Context: an optimization exercise on an open-source flow, tuned for small area. The choices shown serve that exercise and are no tape-out recipe.
Only simulation tests tie the RTL to the original design; equivalence was not proved.
Power figures rest on the tool's default switching activity, not on a simulated workload.

## run 1
==> flow/design.v (excerpt) <==
module hw_sensor_regbank
#(
  parameter int P_NO_CH            = 8,
  parameter int P_SIGNED           = 0,
  parameter int P_S_AXI_ADDR_WIDTH = 10,
  parameter int P_S_AXI_DATA_WIDTH = 32
) (
  input  logic                          clk,
  input  logic                          reset,
  input  logic                          sample_valid,
  input  logic [P_NO_CH-1:0][31:0]      sensor_info,
  input  logic [P_S_AXI_ADDR_WIDTH-1:0] s_apb_paddr,
  input  logic                          s_apb_pwrite,
  input  logic                          s_apb_psel,
  input  logic                          s_apb_penable,
  input  logic [P_S_AXI_DATA_WIDTH-1:0] s_apb_pwdata,
  output logic [P_S_AXI_DATA_WIDTH-1:0] s_apb_prdata,
  output logic                          s_apb_pready,
  output logic                          s_apb_pslverr,
  output logic                          irq
);
Size in the first run: roughly 6200 cells after synthesis, ~1300 flip-flops, ~340 I/O pins, about 64000 sq um of cells after synthesis.
clock: 6.0 ns
lec_check: 0
cap_margin: 0
core_margin: 2
core_utilization: 60
place_density: 0.7
setup_slack_margin: 0.45
slew_margin: 0
synth_hierarchical: 1
synth_minimum_keep_size: 0
standard.sh (not shown) runs the stock make flow with config.mk's settings and CLKGATE_MAP_FILE= SYNTH_SCRIPT=/design/flow/synth_recipe.tcl, a recipe that flattens the netlist after the stock synthesis.
==> flow/flow/run.sh <==
#!/bin/bash
# The standard layout (standard.sh, unchanged synthesis), with two
# placement/CTS arguments changed:
#  - input and output ports are buffered with buf_1 cells
#  - CTS uses clkbuf_4 in clusters of up to 8 sinks within 40 um, and
#    inserts no dummy loads
# make's full output goes to make.log here; ORFS keeps each step's log under
# orfs/logs as usual.
set -euo pipefail
bash standard.sh \
  "BUFFER_PORTS_ARGS=-buffer_cell sky130_fd_sc_hd__buf_1" \
  "CTS_ARGS=-sink_clustering_enable -repair_clock_nets -dont_use_dummy_load -buf_list sky130_fd_sc_hd__clkbuf_4 -sink_clustering_size 8 -sink_clustering_max_diameter 40" \
  finish > make.log 2>&1
No stage failed in run 1, and the final checks on the layout all came back clean.
Setup changes, run 1 to run 2
--- a/flow/flow/run.sh
+++ b/flow/flow/run.sh
@@ -5 +5 @@
-#  - CTS uses clkbuf_4 in clusters of up to 8 sinks within 40 um, and
+#  - CTS uses clkbuf_4 in clusters of up to 9 sinks within 40 um, and
@@ -12 +12 @@
-  "CTS_ARGS=-sink_clustering_enable -repair_clock_nets -dont_use_dummy_load -buf_list sky130_fd_sc_hd__clkbuf_4 -sink_clustering_size 8 -sink_clustering_max_diameter 40" \
+  "CTS_ARGS=-sink_clustering_enable -repair_clock_nets -dont_use_dummy_load -buf_list sky130_fd_sc_hd__clkbuf_4 -sink_clustering_size 9 -sink_clustering_max_diameter 40" \
Results
- Run 2 has completed all stages; timing, DRC and antenna checks passed.
- Between run 2 and run 1, the via count of the first global-routing pass does not differ in any meaningful way.
- Going from run 1 to run 2, non-clock buffer area fraction after layout held steady; clock share of power shrank by 0.7 points; final standard cell area without fillers held steady.
- Switching part of the total: run 2 vs run 1, no meaningful difference
- The part of the power in combinational logic on run 2 is in line with that on run 1.
- Cmp run 1 and run 2 / share of the cycle needed by the critical path after routing / lower: run 1
Changes in run 3 relative to run 2:
- a change of PLACE_DENSITY from 0.7 to 0.65
- a change of CORE_UTILIZATION from 60 to 55
- a change of SETUP_SLACK_MARGIN from 0.45 to 0.3
--- a/flow/flow/run.sh
+++ b/flow/flow/run.sh
@@ -5 +5 @@
-#  - CTS uses clkbuf_4 in clusters of up to 9 sinks within 40 um, and
+#  - CTS uses clkbuf_4 in clusters of up to 8 sinks within 40 um, and
@@ -12 +12 @@
-  "CTS_ARGS=-sink_clustering_enable -repair_clock_nets -dont_use_dummy_load -buf_list sky130_fd_sc_hd__clkbuf_4 -sink_clustering_size 9 -sink_clustering_max_diameter 40" \
+  "CTS_ARGS=-sink_clustering_enable -repair_clock_nets -dont_use_dummy_load -buf_list sky130_fd_sc_hd__clkbuf_4 -sink_clustering_size 8 -sink_clustering_max_diameter 40" \
[summary]
The number of nets in the final layout in run 3 was higher than what run 2 gave. Between run 3 and run 2, the multi-input combinational gate total figures differ only marginally. [run 3 vs run 2] maximum frequency: lower in run 3. Run 3 vs run 2: diode insertion count for antenna repair down in run 3. Run 2 -> run 3: area used by sequential logic in the layout flat. Compared with run 2, run 3 improves first-iteration DRC count. Data arrival time of the critical path was lower in run 2 than in run 3. Run 2 -> run 3: number of tap cells inserted increased by a little under 10%. Run 3 ends up with a area of the die that is about 9% higher than in run 2.

## separate check: timing with driven ports
The results above use ideal ports. As a check the final layouts listed here were re-extracted and re-timed, cells and wires unchanged.
Step 1 (the two cells are an assumption about what drives the block):
set clk [get_ports {clk}]
set_driving_cell -lib_cell sky130_fd_sc_hd__clkbuf_16 $clk
set_driving_cell -lib_cell sky130_fd_sc_hd__buf_2 [delete_from_list [all_inputs] $clk]
Step 2 times the ports against the registers' clock, not the clock port: input delays grow and output delays shrink by t, the midpoint of the rising clock arrivals with the driver on.
Three values: ideal, step 1, step 2; two values: the first two.
| run | shift t [ns] | setup slack, ns | worst setup path after step 2 | worst data-port slew with drivers (ns) | cell pins on the clock port's net |
|---|---|---|---|---|---|
| run 1 | 1.244 | 0.349 / 0.305 / 0.349 | register to register | 0.12 | 1 |
| run 2 | 1.244 | 0.215 / 0.215 / 0.215 | register to register | 0.11 | 1 |
| run 3 | 1.324 | 0.177 / 0.177 / 0.177 | register to register | 0.13 | 1 |
After both steps every run listed still meets setup and hold.
